This design comes from an exercise in tuning for small area, a short achievable clock period and few clock cycles per item on the open sky130 flow, not from production work.
Only simulation tests tie the RTL to the original design; equivalence was not proved.

## flow/design.v (module list and top-level ports; edited modules follow where they fit)
// module fp32_div_pipe: 1112 lines
// module fp32_div_csa: 12 lines
// module fp32_div_hadd: 11 lines
module fp32_div_pipe (
  input  logic        clk,
  input  logic        rst_n,
  input  logic        in_valid,
  output logic        in_ready,
  input  logic [31:0] in_a,
  input  logic [31:0] in_b,
  output logic        out_valid,
  input  logic        out_ready,
  output logic [31:0] out_q,
  output logic [3:0]  out_flags
);
  // ...
==> flow/run.sh <==
#!/bin/bash
# synth_recipe.tcl (not shown) runs the flow's synth.tcl, then flattens the netlist and writes it again
# the make line also repeats each setting of config.mk as NAME=value (left out here)
make -C /OpenROAD-flow-scripts/flow DESIGN_CONFIG=/design/flow/config.mk WORK_HOME=/design/flow/orfs CLKGATE_MAP_FILE= SYNTH_SCRIPT=/design/flow/synth_recipe.tcl finish
==> flow/config.mk <==
export PLATFORM = sky130hd
export DESIGN_NAME = fp32_div_pipe
export DESIGN_NICKNAME = fp32_div_pipe
export VERILOG_FILES = /design/flow/design.v
export SDC_FILE = /design/flow/constraint.sdc
export NUM_CORES = 4
export LEC_CHECK = 0
export ABC_AREA = 1
export CAP_MARGIN = 20
export CORE_MARGIN = 2
export CORE_UTILIZATION = 40
export SLEW_MARGIN = 60
export SYNTH_HIERARCHICAL = 1
export SYNTH_MINIMUM_KEEP_SIZE = 0
==> flow/constraint.sdc <==
create_clock -name core_clock -period 125.0 [get_ports {clk}]
set_input_delay 25.0000 -clock core_clock [delete_from_list [all_inputs] [get_ports {clk}]]
set_output_delay 25.0000 -clock core_clock [all_outputs]
set_load 0.01 [all_outputs]
==> flow_summary.yaml, run 1 <==
final_layout:
  seq_cell_count: 332
  buffer_area_frac: 0.0439
routing:
  wl_per_cell_um: 20.5
  final_antenna_net_count: 0
  drt-pass1-iter-count: 6
hold_path:
  hold_end: "r2_fa[12]"
  holdCritStartpoint: "r1_fa[12]"
placed_design:
  hpwl_um: 93100
  place_area_sq_um: 47400
  dpl_worst_slack_ns: 98.65
  place.port_buffers: 105
synth:
  synthCells: 4447
  avgSynthCellArea_sq_um: 9.95
  synth_top_cell_by_area: "fa_1"
  syn_area_sq_um: 44300
  synth-main-ff-cell: "edfxtp_1"
  ys_top_cells_by_area: "fa_1 (38%), edfxtp_1 (20%), nand2_1 (7.3%), xor2_1 (6.1%), o21ai_0 (5.3%)"
  synth_enable_flop_cells: 290
  synth_top_family_by_area: "adder cells"
  yosys.area_share.xor_xnor: 0.0675
timing:
  setup_slack_ns: 98.46
  fin_setup_tns_ns: 0
  hold_viol: 0
  min_period_ns: 26.54
setup_path:
  slowest_delay_ns: 0.56
  crit_chain: "clkdlybuf4s50_1"
  critPathKind: "reg -> out"
outcome:
  status: "timing/DRC/antenna clean"
floorplan:
  die_w_um: 337
  num_rows: 122
grt:
  antenna_found_initial: 7
  grt_overflow_total: 0
  grtUsageMet3: 0.0479
clock_network:
  clockBufferDepth: 3
Testbench counts, summed over its fixed seeds: cycles 16,032, items 16,000.
==> run 2, diff against run 1 <==
--- a/flow/design.v
+++ b/flow/design.v
@@ -428,20 +428,16 @@
   logic [41:0] mts5;
   logic [41:0] mtc5;
   logic [2:0] mtha5;
   logic [2:0] mthb5;
   logic [2:0] mths5;
   logic [2:0] mthc5;
   logic [47:0] mtx;
   logic [47:0] mty;
-  logic [14:0] cs0_1;
-  logic [14:0] cs1_1;
-  logic [14:0] cs0_2;
-  logic [14:0] cs1_2;
   assign adv       = ~sk_v;
   assign in_ready  = rdy_q;
   assign out_valid = out_v;
   assign out_q     = out_q_r;
   assign out_flags = out_f_r;
   assign take      = out_v & out_ready;
   assign arrive    = r2_v & adv;
   always_ff @(posedge clk) begin
@@ -988,76 +984,44 @@
   assign pc[13] = pg[12] | (ppr[12] & pc[12]);
   assign pc[14] = pg[13] | (ppr[13] & pc[13]);
   assign pc[15] = pg[14] | (ppr[14] & pc[14]);
   assign pc[16] = pg[15] | (ppr[15] & pc[15]);
   assign pc[17] = pg[16] | (ppr[16] & pc[16]);
   assign pc[18] = pg[17] | (ppr[17] & pc[17]);
   assign pc[19] = pg[18] | (ppr[18] & pc[18]);
   assign pc[20] = pg[19] | (ppr[19] & pc[19]);
-  assign cs0_1[0] = 1'b0; assign cs1_1[0] = 1'b1;
-  assign cs0_1[1] = pg[20] | (ppr[20] & cs0_1[0]);
-  assign cs1_1[1] = pg[20] | (ppr[20] & cs1_1[0]);
-  assign cs0_1[2] = pg[21] | (ppr[21] & cs0_1[1]);
-  assign cs1_1[2] = pg[21] | (ppr[21] & cs1_1[1]);
-  assign cs0_1[3] = pg[22] | (ppr[22] & cs0_1[2]);
-  assign cs1_1[3] = pg[22] | (ppr[22] & cs1_1[2]);
-  assign cs0_1[4] = pg[23] | (ppr[23] & cs0_1[3]);
-  assign cs1_1[4] = pg[23] | (ppr[23] & cs1_1[3]);
-  assign cs0_1[5] = pg[24] | (ppr[24] & cs0_1[4]);
-  assign cs1_1[5] = pg[24] | (ppr[24] & cs1_1[4]);
-  assign cs0_1[6] = pg[25] | (ppr[25] & cs0_1[5]);
-  assign cs1_1[6] = pg[25] | (ppr[25] & cs1_1[5]);
-  assign cs0_1[7] = pg[26] | (ppr[26] & cs0_1[6]);
-  assign cs1_1[7] = pg[26] | (ppr[26] & cs1_1[6]);
-  assign cs0_1[8] = pg[27] | (ppr[27] & cs0_1[7]);
-  assign cs1_1[8] = pg[27] | (ppr[27] & cs1_1[7]);
-  assign cs0_1[9] = pg[28] | (ppr[28] & cs0_1[8]);
-  assign cs1_1[9] = pg[28] | (ppr[28] & cs1_1[8]);
-  assign cs0_1[10] = pg[29] | (ppr[29] & cs0_1[9]);
-  assign cs1_1[10] = pg[29] | (ppr[29] & cs1_1[9]);
-  assign cs0_1[11] = pg[30] | (ppr[30] & cs0_1[10]);
-  assign cs1_1[11] = pg[30] | (ppr[30] & cs1_1[10]);
-  assign cs0_1[12] = pg[31] | (ppr[31] & cs0_1[11]);
-  assign cs1_1[12] = pg[31] | (ppr[31] & cs1_1[11]);
-  assign cs0_1[13] = pg[32] | (ppr[32] & cs0_1[12]);
-  assign cs1_1[13] = pg[32] | (ppr[32] & cs1_1[12]);
-  assign cs0_1[14] = pg[33] | (ppr[33] & cs0_1[13]);
-  assign cs1_1[14] = pg[33] | (ppr[33] & cs1_1[13]);
-  assign pc[34:21] = pc[20] ? cs1_1[14:1] : cs0_1[14:1];
-  assign cs0_2[0] = 1'b0; assign cs1_2[0] = 1'b1;
-  assign cs0_2[1] = pg[34] | (ppr[34] & cs0_2[0]);
-  assign cs1_2[1] = pg[34] | (ppr[34] & cs1_2[0]);
-  assign cs0_2[2] = pg[35] | (ppr[35] & cs0_2[1]);
-  assign cs1_2[2] = pg[35] | (ppr[35] & cs1_2[1]);
-  assign cs0_2[3] = pg[36] | (ppr[36] & cs0_2[2]);
-  assign cs1_2[3] = pg[36] | (ppr[36] & cs1_2[2]);
-  assign cs0_2[4] = pg[37] | (ppr[37] & cs0_2[3]);
-  assign cs1_2[4] = pg[37] | (ppr[37] & cs1_2[3]);
-  assign cs0_2[5] = pg[38] | (ppr[38] & cs0_2[4]);
-  assign cs1_2[5] = pg[38] | (ppr[38] & cs1_2[4]);
-  assign cs0_2[6] = pg[39] | (ppr[39] & cs0_2[5]);
-  assign cs1_2[6] = pg[39] | (ppr[39] & cs1_2[5]);
-  assign cs0_2[7] = pg[40] | (ppr[40] & cs0_2[6]);
-  assign cs1_2[7] = pg[40] | (ppr[40] & cs1_2[6]);
-  assign cs0_2[8] = pg[41] | (ppr[41] & cs0_2[7]);
-  assign cs1_2[8] = pg[41] | (ppr[41] & cs1_2[7]);
-  assign cs0_2[9] = pg[42] | (ppr[42] & cs0_2[8]);
-  assign cs1_2[9] = pg[42] | (ppr[42] & cs1_2[8]);
-  assign cs0_2[10] = pg[43] | (ppr[43] & cs0_2[9]);
-  assign cs1_2[10] = pg[43] | (ppr[43] & cs1_2[9]);
-  assign cs0_2[11] = pg[44] | (ppr[44] & cs0_2[10]);
-  assign cs1_2[11] = pg[44] | (ppr[44] & cs1_2[10]);
-  assign cs0_2[12] = pg[45] | (ppr[45] & cs0_2[11]);
-  assign cs1_2[12] = pg[45] | (ppr[45] & cs1_2[11]);
-  assign cs0_2[13] = pg[46] | (ppr[46] & cs0_2[12]);
-  assign cs1_2[13] = pg[46] | (ppr[46] & cs1_2[12]);
-  assign cs0_2[14] = pg[47] | (ppr[47] & cs0_2[13]);
-  assign cs1_2[14] = pg[47] | (ppr[47] & cs1_2[13]);
-  assign pc[48:35] = pc[34] ? cs1_2[14:1] : cs0_2[14:1];
+  assign pc[21] = pg[20] | (ppr[20] & pc[20]);
+  assign pc[22] = pg[21] | (ppr[21] & pc[21]);
+  assign pc[23] = pg[22] | (ppr[22] & pc[22]);
+  assign pc[24] = pg[23] | (ppr[23] & pc[23]);
+  assign pc[25] = pg[24] | (ppr[24] & pc[24]);
+  assign pc[26] = pg[25] | (ppr[25] & pc[25]);
+  assign pc[27] = pg[26] | (ppr[26] & pc[26]);
+  assign pc[28] = pg[27] | (ppr[27] & pc[27]);
+  assign pc[29] = pg[28] | (ppr[28] & pc[28]);
+  assign pc[30] = pg[29] | (ppr[29] & pc[29]);
+  assign pc[31] = pg[30] | (ppr[30] & pc[30]);
+  assign pc[32] = pg[31] | (ppr[31] & pc[31]);
+  assign pc[33] = pg[32] | (ppr[32] & pc[32]);
+  assign pc[34] = pg[33] | (ppr[33] & pc[33]);
+  assign pc[35] = pg[34] | (ppr[34] & pc[34]);
+  assign pc[36] = pg[35] | (ppr[35] & pc[35]);
+  assign pc[37] = pg[36] | (ppr[36] & pc[36]);
+  assign pc[38] = pg[37] | (ppr[37] & pc[37]);
+  assign pc[39] = pg[38] | (ppr[38] & pc[38]);
+  assign pc[40] = pg[39] | (ppr[39] & pc[39]);
+  assign pc[41] = pg[40] | (ppr[40] & pc[40]);
+  assign pc[42] = pg[41] | (ppr[41] & pc[41]);
+  assign pc[43] = pg[42] | (ppr[42] & pc[42]);
+  assign pc[44] = pg[43] | (ppr[43] & pc[43]);
+  assign pc[45] = pg[44] | (ppr[44] & pc[44]);
+  assign pc[46] = pg[45] | (ppr[45] & pc[45]);
+  assign pc[47] = pg[46] | (ppr[46] & pc[46]);
+  assign pc[48] = pg[47] | (ppr[47] & pc[47]);
   assign p = ppr ^ pc[47:0];
   assign p47 = p[47];
   assign mant = p47 ? p[46:24] : p[45:23];
   assign guard = p47 ? p[23] : p[22];
   assign sticky = (|p[21:0]) | (p47 & p[22]);
   assign rnd = guard & (sticky | mant[0]);
   assign ic[0] = rnd;
   assign ic[1] = ic[0] & (&mant[0:0]);
==> flow_summary.yaml, run 2 <==
final_layout:
  final_cell_count_no_fill: 5789
  final_cell_mix: "fa_1 (863), nand2_1 (699), o21ai_0 (438)"
  area_delta_synth_final_pct: 10.1
  post-route-util: 0.444
  stdcell_area_sq_um: 48400
  layout_commonest_cell: "fa_1"
  fin_nets: 5433
  top_regs: "out_q_r: 32 flops, sk_q: 32 flops"
  layout-drive-gt1-share: 0.0731
  n_antenna_cell: 0
  fill_cells: 10300
routing:
  vias: 31800
  drc: 0
  drt-initial-drc-count: 2679
  wl_per_cell_um: 20.8
  drt-pass1-iter-count: 6
  detail_route.vias_per_cell: 5.49
  final_antenna_net_count: 0
  wl_um: 121000
floorplan:
  num_rows: 121
  die_w_um: 336
  start_util: 0.403
  core-area_sq_um: 109000
  die_y_um: 336
  ioPinCount: 106
  die-area_sq_um: 113000
placed_design:
  dpl_worst_slack_ns: 98.65
  hpwl_um: 89700
  dp_cells: 5713
  place_area_sq_um: 47000
  place.port_buffers: 105
  globalplace.congestion: 0.861
synth:
  synthArstFlopShare: 0
  yosysTopAreaCellShare: 0.393
  ys_seq_area_frac: 0.217
  synth_warnings: 7
  synth-main-ff-cell: "edfxtp_1"
  yosys.area_share.simple: 0.103
  muxShareOfSynthArea: 0.000683
  ys_ff_latch: 332
  yosys.area_share.xor_xnor: 0.0649
  synth.distinct_cells: 68
  synth-adder-area-share: 0.438
  ys_top_cells_by_area: "fa_1 (39%), edfxtp_1 (20%), nand2_1 (6.1%), xor2_1 (5.8%), o21ai_0 (5.0%)"
  yosysMostFrequentCell: "fa_1"
  synth_top_family_by_area: "adder cells"
  yosys-top-cells-count: "fa_1 (863), nand2_1 (709), o21ai_0 (438)"
  synth_top_cell_by_area: "fa_1"
  synth_enable_flop_cells: 290
  avgSynthCellArea_sq_um: 10.2
  syn_area_sq_um: 44000
  synthCells: 4329
  synth_compound_area_frac: 0.123
timing:
  fin_setup_tns_ns: 0
  fin_skew_ns: 0.0371
  setup_slack_ns: 98.44
  period_share: 0.213
  whs_ns: 0.407
  min_period_ns: 26.56
  maxSlewHeadroom: 0.582
  hold_viol: 0
  max_freq_mhz: 37.6
  worst_pin_slew_ns: 0.627
  rsz0062_at_grt: "no"
  timing.final.max_slew_violations: 0
  setup_viol: 0
setup_path:
  cp.required_ns: 100.00
  crit_chain: "clkdlybuf4s50_1"
  crit_buf_inv: 1
  slowest_delay_ns: 0.56
  worstPathMaxFanout: 4
  startpoint_type: "register"
  cp.arrival_ns: 1.56
  reg2reg_from: "r1_S[23]"
  worst_setup_path_end_kind: "primary output"
  critPathKind: "reg -> out"
  slowest_stage: "clkdlybuf4s50_1"
  critPathLaunch: "out_v"
  crit_family: "buffers and inverters"
clock_network:
  cts_tree: "built"
  cts_buffers: 42
  root_buffer: "clkbuf_16"
  clockBufferDepth: 3
  cts_hold_buf: 0
  h-tree-depth: 2
  clock_sinks: 332
  clk_latency_ns: 0.62
  ctsResizeCount: 0
  cts_setup_buffers: 0
  clk_pin_slew_ns: 0.07
outcome:
  status: "timing/DRC/antenna clean"
hold_path:
  hp-class: "reg -> reg"
  holdCritStartpoint: "r1_fa[21]"
grt:
  grt_use_total: 0.218
  grt_pass1_wl_um: 192000
  grt_max_degree: 95
  grt_pass1_vias: 32900
  antenna_found_initial: 2
  grt_overflow_total: 0
run:
  cap_violations: 0
==> run 2: changes by cell type in the layout (fill, tap and decap cells not counted), sizes merged, moves of 25 or more <==
cell   before  now
fa        838  863
nand2     872  723
nor2      160  213
ha        184  157
a21oi      85  129
inv       282  312
o21ai     509  466
==> run 2: layout make-up <==
cell class | instances | area [sq um] | area share
Multi-Input combinational cell | 3417 | 32400 | 0.670
Sequential cell | 332 | 9550 | 0.197
Timing Repair Buffer | 234 | 2100 | 0.0433
Tap cell | 1414 | 1770 | 0.0366
Inverter | 318 | 1210 | 0.0251
Clock buffer | 51 | 1120 | 0.0231
Clock inverter | 23 | 250 | 0.00517
==> run 2: metal layers <==
metal	up-vias	global-route usage	wire length [um]
li1	14400	-	-
met4	0	0.0553	2950
met1	15900	0.300	52300
met3	175	0.0523	10600
met5	-	0	0
met2	1301	0.346	54600
==> run 2: path summary, 6_finish.rpt <==
| path | cells after the start | slack [ns] | to |
|---|---|---|---|
| max reg2reg | 113 | 100.16 | r2_fr[22] |
| min reg2reg | 0 | 0.41 | r2_fa[21] |
| min | 0 | 0.41 | r2_fa[21] |
| max | 1 | 98.44 | out_valid |
==> run 2: logic make-up after synthesis <==
family	count (synthesis)
AO/OA/AOI/OAI	953
XOR/XNOR	326
adder cells (fa/ha/maj)	1020
buffers and inverters	612
flip-flops	332
multiplexers	3
other	2
AND/OR/NAND/NOR	1081
Testbench counts of run 2, summed over its fixed seeds: cycles 16,032, items 16,000.
==> run 3, diff against run 2 <==
==> flow/flow/run.sh (new file) <==
#!/bin/bash
# Own layout flow: the standard flow (standard synthesis, floorplan, place,
# CTS, route) unchanged, except that the input and output port buffers that
# buffer_ports inserts are sky130_fd_sc_hd__buf_2 cells instead of the default
# choice. Every port is still buffered.
set -euo pipefail
export BUFFER_PORTS_ARGS="-buffer_cell sky130_fd_sc_hd__buf_2"
bash standard.sh finish > standard_flow.log 2>&1
==> flow/standard.sh (new file) <==
#!/bin/bash
# synth_recipe.tcl (not shown) runs the flow's synth.tcl, then flattens the netlist and writes it again
# the make line also repeats each setting of config.mk as NAME=value (left out here)
make -C /OpenROAD-flow-scripts/flow DESIGN_CONFIG=/design/flow/config.mk WORK_HOME=/design/flow/orfs CLKGATE_MAP_FILE= SYNTH_SCRIPT=/design/flow/synth_recipe.tcl "${@:-finish}"
--- a/flow/config.mk
+++ b/flow/config.mk
@@ -11,2 +11,3 @@
 export CORE_UTILIZATION = 40
+export CTS_BUF_LIST = sky130_fd_sc_hd__clkbuf_8
 export SLEW_MARGIN = 60
removed: flow/run.sh
==> flow_summary.yaml, run 3 <==
setup_path:
  crit_buf_inv: 1
  cp.required_ns: 100.00
  r2r_slack_ns: 100.22
  critPathKind: "reg -> out"
  startpoint_type: "register"
  reg2reg_from: "r1_S[23]"
  worstReg2RegEnd: "r2_fr[22]"
  crit_chain: "buf_2"
  slowest_stage: "edfxtp_1"
  r2r.worst_path.cells: 115
  critPathLaunch: "out_f_r[2]"
  worst_setup_path_end_kind: "primary output"
  slowest_delay_ns: 0.38
  cp.arrival_ns: 1.24
  crit_family: "flip-flops"
  cp_num_cells: 1
  worstPathMaxFanout: 1
  crit_path_end: "out_flags[2]"
routing:
  drc: 0
  met1_length_um: 52300
  wl_per_cell_um: 20.8
  drt-pass1-iter-count: 6
  final_antenna_net_count: 0
  vias: 32100
  drt-initial-drc-count: 2739
  maxUsedRoutingLayer: "met4"
  wl_um: 121000
  wl_met2_um: 54500
  detail_route.vias_per_cell: 5.51
  met3_length_um: 10300
clock_network:
  clockBufferDepth: 3
  h-tree-depth: 2
  cts_tree: "built"
  clk_latency_ns: 0.71
  ctsResizeCount: 0
  cts_hold_buf: 0
  cts_buffers: 60
  cts_setup_buffers: 0
  clock_sinks: 332
  root_buffer: "clkbuf_8"
  clk_pin_slew_ns: 0.06
timing:
  period_share: 0.210
  worst_pin_slew_ns: 0.619
  max_freq_mhz: 38.1
  maxSlewHeadroom: 0.584
  hold_viol: 0
  timing.final.max_slew_violations: 0
  setup_slack_ns: 98.76
  fin_skew_ns: 0.0248
  rsz0062_at_grt: "no"
  min_period_ns: 26.24
  fin_setup_tns_ns: 0
  setup_viol: 0
synth:
  yosysTopAreaCellShare: 0.393
  yosys-top-cells-count: "fa_1 (863), nand2_1 (709), o21ai_0 (438)"
  ys_seq_area_frac: 0.217
  synth.distinct_cells: 68
  synthArstFlopShare: 0
  ys_top_cells_by_area: "fa_1 (39%), edfxtp_1 (20%), nand2_1 (6.1%), xor2_1 (5.8%), o21ai_0 (5.0%)"
  yosysMostFrequentCell: "fa_1"
  synth_top_cell_by_area: "fa_1"
  syn_area_sq_um: 44000
  avgSynthCellArea_sq_um: 10.2
  synth_warnings: 7
  ys_ff_latch: 332
  synth_enable_flop_cells: 290
  synthCells: 4329
  synth-main-ff-cell: "edfxtp_1"
grt:
  grt_overflow_total: 0
  grt_use_total: 0.220
  grt_pass1_wl_um: 193000
  grt_pass1_vias: 33700
  grt_max_degree: 79
  antenna_found_initial: 1
final_layout:
  final_cell_mix: "fa_1 (863), nand2_1 (697), o21ai_0 (438)"
  top_regs: "out_q_r: 32 flops, sk_q: 32 flops"
  layout_commonest_cell: "fa_1"
  fin_nets: 5444
  layout-drive-gt1-share: 0.103
  area_delta_synth_final_pct: 8.76
  stdcell_area_sq_um: 47800
  post-route-util: 0.439
floorplan:
  start_util: 0.403
  die_w_um: 336
  die_y_um: 336
  die-area_sq_um: 113000
  ioPinCount: 106
  num_rows: 121
  core-area_sq_um: 109000
run:
  cap_violations: 0
placed_design:
  place.port_buffers: 105
  hpwl_um: 89800
  dpl_worst_slack_ns: 99.07
  globalplace.congestion: 0.869
  place_area_sq_um: 46400
hold_path:
  hp-class: "reg -> reg"
outcome:
  status: "timing/DRC/antenna clean"
[run 3: cell types whose count changed in the layout (fill, tap and decap cells not counted), moves of 5 or more]
cell / change
inv_2: +5
clkbuf_1: -7
bufinv_16: +5
buf_4: -8
inv_1: +14
clkbuf_8: +72
buf_2: +105
clkbuf_16: -43
clkdlybuf4s50_1: -105
[run 3: logic make-up after synthesis]
kind of cell    share of synthesized area
simple gates                        0.103
mux                              0.000683
fa+ha+maj                           0.438
compound gates                      0.123
buf+inv                            0.0532
xor+xnor                           0.0649
flops                               0.217
other cells                      0.000171
[run 3: per-stage QoR]
stage | hold WS, ns | instances
CTS | 0.420 | 5818
global route | 0.425 | 5823
global placement | 0.400 | 5680
floorplan | 0.400 | 4361
detailed placement | 0.406 | 5704
finish | 0.418 | 5823
[run 3: worst min path at each step]
stage,to,start,depth (start not counted),slack (ns)
3_3_place_gp,r2_fa[17],r1_fa[17],0,0.40
6_report,r2_kind[1],r1_kind[1],0,0.42
3_5_place_dp,r2_e[2],r1_e[2],0,0.41
4_1_cts,r2_e[2],r1_e[2],0,0.42
2_1_floorplan,r1_s,r0_s,0,0.40
5_1_grt,r2_e[2],r1_e[2],0,0.42
[run 3: layout make-up]
| type | count | area (sq um) |
|---|---|---|
| multi-input combinational | 3417 | 32400 |
| fill | 10400 | 61200 |
| timing repair buffer | 227 | 1500 |
| tap | 1414 | 1770 |
| clock inverter | 42 | 393 |
| clock buffer | 72 | 991 |
| antenna | 1 | 2.50 |
| inverter | 318 | 1220 |
| sequential | 332 | 9550 |
[run 3: metal layers]
metal / vias up / GRT usage
li1: 14400 / -
met1: 16100 / 0.303
met2: 1332 / 0.346
met3: 222 / 0.0467
met4: 0 / 0.0712
met5: - / 0
[run 3: worst reg2reg max path: cells and delay by family (launching register included)]
| kind | cells | cell delay (ns) |
|---|---|---|
| buf+inv | 16 | 4.12 |
| fa+ha+maj | 25 | 9.53 |
| compound gates | 24 | 3.49 |
| simple gates | 49 | 6.74 |
| flops | 1 | 0.46 |
| xor+xnor | 1 | 0.17 |
==> run 4, diff against run 3 <==
--- a/flow/config.mk
+++ b/flow/config.mk
@@ -11,3 +11,2 @@
 export CORE_UTILIZATION = 40
-export CTS_BUF_LIST = sky130_fd_sc_hd__clkbuf_8
 export SLEW_MARGIN = 60
==> flow_summary.yaml, run 4 <==
synth:
  synth_warnings: 7
  syn_area_sq_um: 44000
  yosysMostFrequentCell: "fa_1"
  synth-main-ff-cell: "edfxtp_1"
  yosysTopAreaCellShare: 0.393
  synth_top_family_by_area: "adder cells"
  synthArstFlopShare: 0
  yosys.area_share.simple: 0.103
  yosys.area_share.xor_xnor: 0.0649
  yosys-top-cells-count: "fa_1 (863), nand2_1 (709), o21ai_0 (438)"
  synth_compound_area_frac: 0.123
  avgSynthCellArea_sq_um: 10.2
  synth.distinct_cells: 68
  ys_ff_latch: 332
  muxShareOfSynthArea: 0.000683
  ys_top_cells_by_area: "fa_1 (39%), edfxtp_1 (20%), nand2_1 (6.1%), xor2_1 (5.8%), o21ai_0 (5.0%)"
  synth_top_cell_by_area: "fa_1"
  ys_seq_area_frac: 0.217
  synth_enable_flop_cells: 290
  synth-adder-area-share: 0.438
  synthCells: 4329
routing:
  wl_um: 121000
  final_antenna_net_count: 0
  drc: 0
  wl_per_cell_um: 20.9
  detail_route.vias_per_cell: 5.52
  drt-initial-drc-count: 2795
  drt-pass1-iter-count: 5
  vias: 32000
grt:
  grt_pass1_vias: 33500
  grt_max_degree: 79
  grt_use_total: 0.220
  grt_pass1_wl_um: 193000
  antenna_found_initial: 0
  grt_overflow_total: 0
clock_network:
  h-tree-depth: 2
  clk_latency_ns: 0.60
  clock_sinks: 332
  cts_hold_buf: 0
  cts_setup_buffers: 0
  cts_tree: "built"
  ctsResizeCount: 0
  clockBufferDepth: 3
  cts_buffers: 42
  clk_pin_slew_ns: 0.06
  root_buffer: "clkbuf_16"
timing:
  timing.final.max_slew_violations: 0
  worst_pin_slew_ns: 0.651
  min_period_ns: 26.12
  hold_viol: 0
  fin_setup_tns_ns: 0
  maxSlewHeadroom: 0.563
  period_share: 0.209
  rsz0062_at_grt: "no"
  max_freq_mhz: 38.3
  setup_viol: 0
  fin_skew_ns: 0.0223
placed_design:
  place.port_buffers: 105
  hpwl_um: 89800
  globalplace.congestion: 0.869
final_layout:
  top_regs: "out_q_r: 32 flops, sk_q: 32 flops"
  area_delta_synth_final_pct: 8.66
  layout_commonest_cell: "fa_1"
  fill_cells: 10300
  final_cell_mix: "fa_1 (863), nand2_1 (697), o21ai_0 (438)"
  layout-drive-gt1-share: 0.0975
  fin_nets: 5426
  post-route-util: 0.438
  n_antenna_cell: 0
floorplan:
  core-area_sq_um: 109000
  num_rows: 121
  die_y_um: 336
  die_w_um: 336
  start_util: 0.403
  die-area_sq_um: 113000
  ioPinCount: 106
setup_path:
  slowest_stage: "edfxtp_1"
  critPathKind: "reg -> out"
  reg2reg_from: "r1_S[23]"
  worstPathMaxFanout: 1
  worst_setup_path_end_kind: "primary output"
  crit_chain: "buf_2"
  slowest_delay_ns: 0.38
  crit_family: "flip-flops"
  critPathLaunch: "out_f_r[2]"
  crit_buf_inv: 1
  startpoint_type: "register"
  cp.required_ns: 100.00
  cp.arrival_ns: 1.12
  r2r_slack_ns: 100.23
hold_path:
  hp-class: "reg -> reg"
  holdCritStartpoint: "r1_fa[0]"
run:
  cap_violations: 0
outcome:
  status: "timing/DRC/antenna clean"
run 4: changes by cell type in the layout (fill, tap and decap cells not counted), sizes merged:
cell,previous run,this run
bufinv,7,1
clkinvlp,2,5
clkbuf,74,54
diode,1,0
inv,325,310
run 4: kinds of logic after synthesis:
| kind of cell | count (synthesis) |
|---|---|
| AOI/OAI and AO/OA | 953 |
| xor gates and xnor gates | 326 |
| adders and majority gates | 1020 |
| buffers and inverters | 612 |
| DFF | 332 |
| muxes | 3 |
| other | 2 |
| and+or+nand+nor | 1081 |
run 4: through the flow:
step / hold WS, ns / setup slack, ns / cells / cell area (sq um)
floorplan: 0.400 / 99.12 / 4361 / 44100
global placement: 0.400 / 98.70 / 5680 / 46100
detailed placement: 0.406 / 99.07 / 5704 / 46400
CTS: 0.420 / 98.83 / 5780 / 47700
global route: 0.424 / 97.93 / 5784 / 47800
finish: 0.419 / 98.88 / 5784 / 47800
run 4: path summary, 6_finish.rpt:
kind	end	depth (start not counted)
worst max-delay path	out_flags[2]	1
worst min-delay path	r2_fa[0]	0
worst max register to register	r2_fr[22]	115
worst min register to register	r2_fa[0]	0
run 4: metal layers:
metal  vias up  GRT usage  share of wire
li1      14400          -              -
met1     16100      0.302           0.44
met2      1264      0.347           0.45
met3       237     0.0490          0.081
met4         0     0.0661          0.031
met5         -          0              0
run 4: final cells by class:
type,instances,area [sq um],share of cell area
clock inverter,24,205,0.00429
tap,1414,1770,0.0370
timing repair buffer,227,1500,0.0313
inverter,318,1220,0.0255
multi-input combinational,3417,32400,0.678
clock buffer,52,1140,0.0238
sequential,332,9550,0.200
run 4: worst reg2reg max path, delay by kind of cell, from the launching register on:
kind                     cells  cell delay (ns)
AND/OR/NAND/NOR             49             6.73
buffers and inverters       16             4.13
XOR/XNOR                     1             0.17
AO/OA/AOI/OAI               24             3.50
flip-flops                   1             0.46
adder cells (fa/ha/maj)     25             9.52

==> port drivers added, routing unchanged <==
The flow's constraints put no driver on any port. The routed layouts listed below were extracted and timed again, unchanged, in two steps. Step 1: set_driving_cell puts a clkbuf_16 on clk and a buf_2 on each other input, an assumption about the parent block. Step 2 times the ports against the registers' clock, not the clock port: input delays grow and output delays shrink by t, the midpoint of the rising clock arrivals with the driver on. Slacks: no drivers / after step 1 / after step 2; pairs: no drivers / after step 1.
run	shift t [ns]	setup WS [ns]	worst setup path after step 2	worst register clock-pin slew, ns	worst data-port slew with drivers (ns)
run 1	0.679	98.464 / 98.398 / 98.651	input to register	0.07 / 0.07	0.05
run 2	0.675	98.436 / 98.361 / 98.702	input to register	0.08 / 0.08	0.05
run 3	0.775	98.763 / 98.689 / 99.075	input to register	0.08 / 0.08	0.05
run 4	0.663	98.881 / 98.806 / 99.060	input to register	0.07 / 0.07	0.05
After both steps every run listed still meets setup and hold.
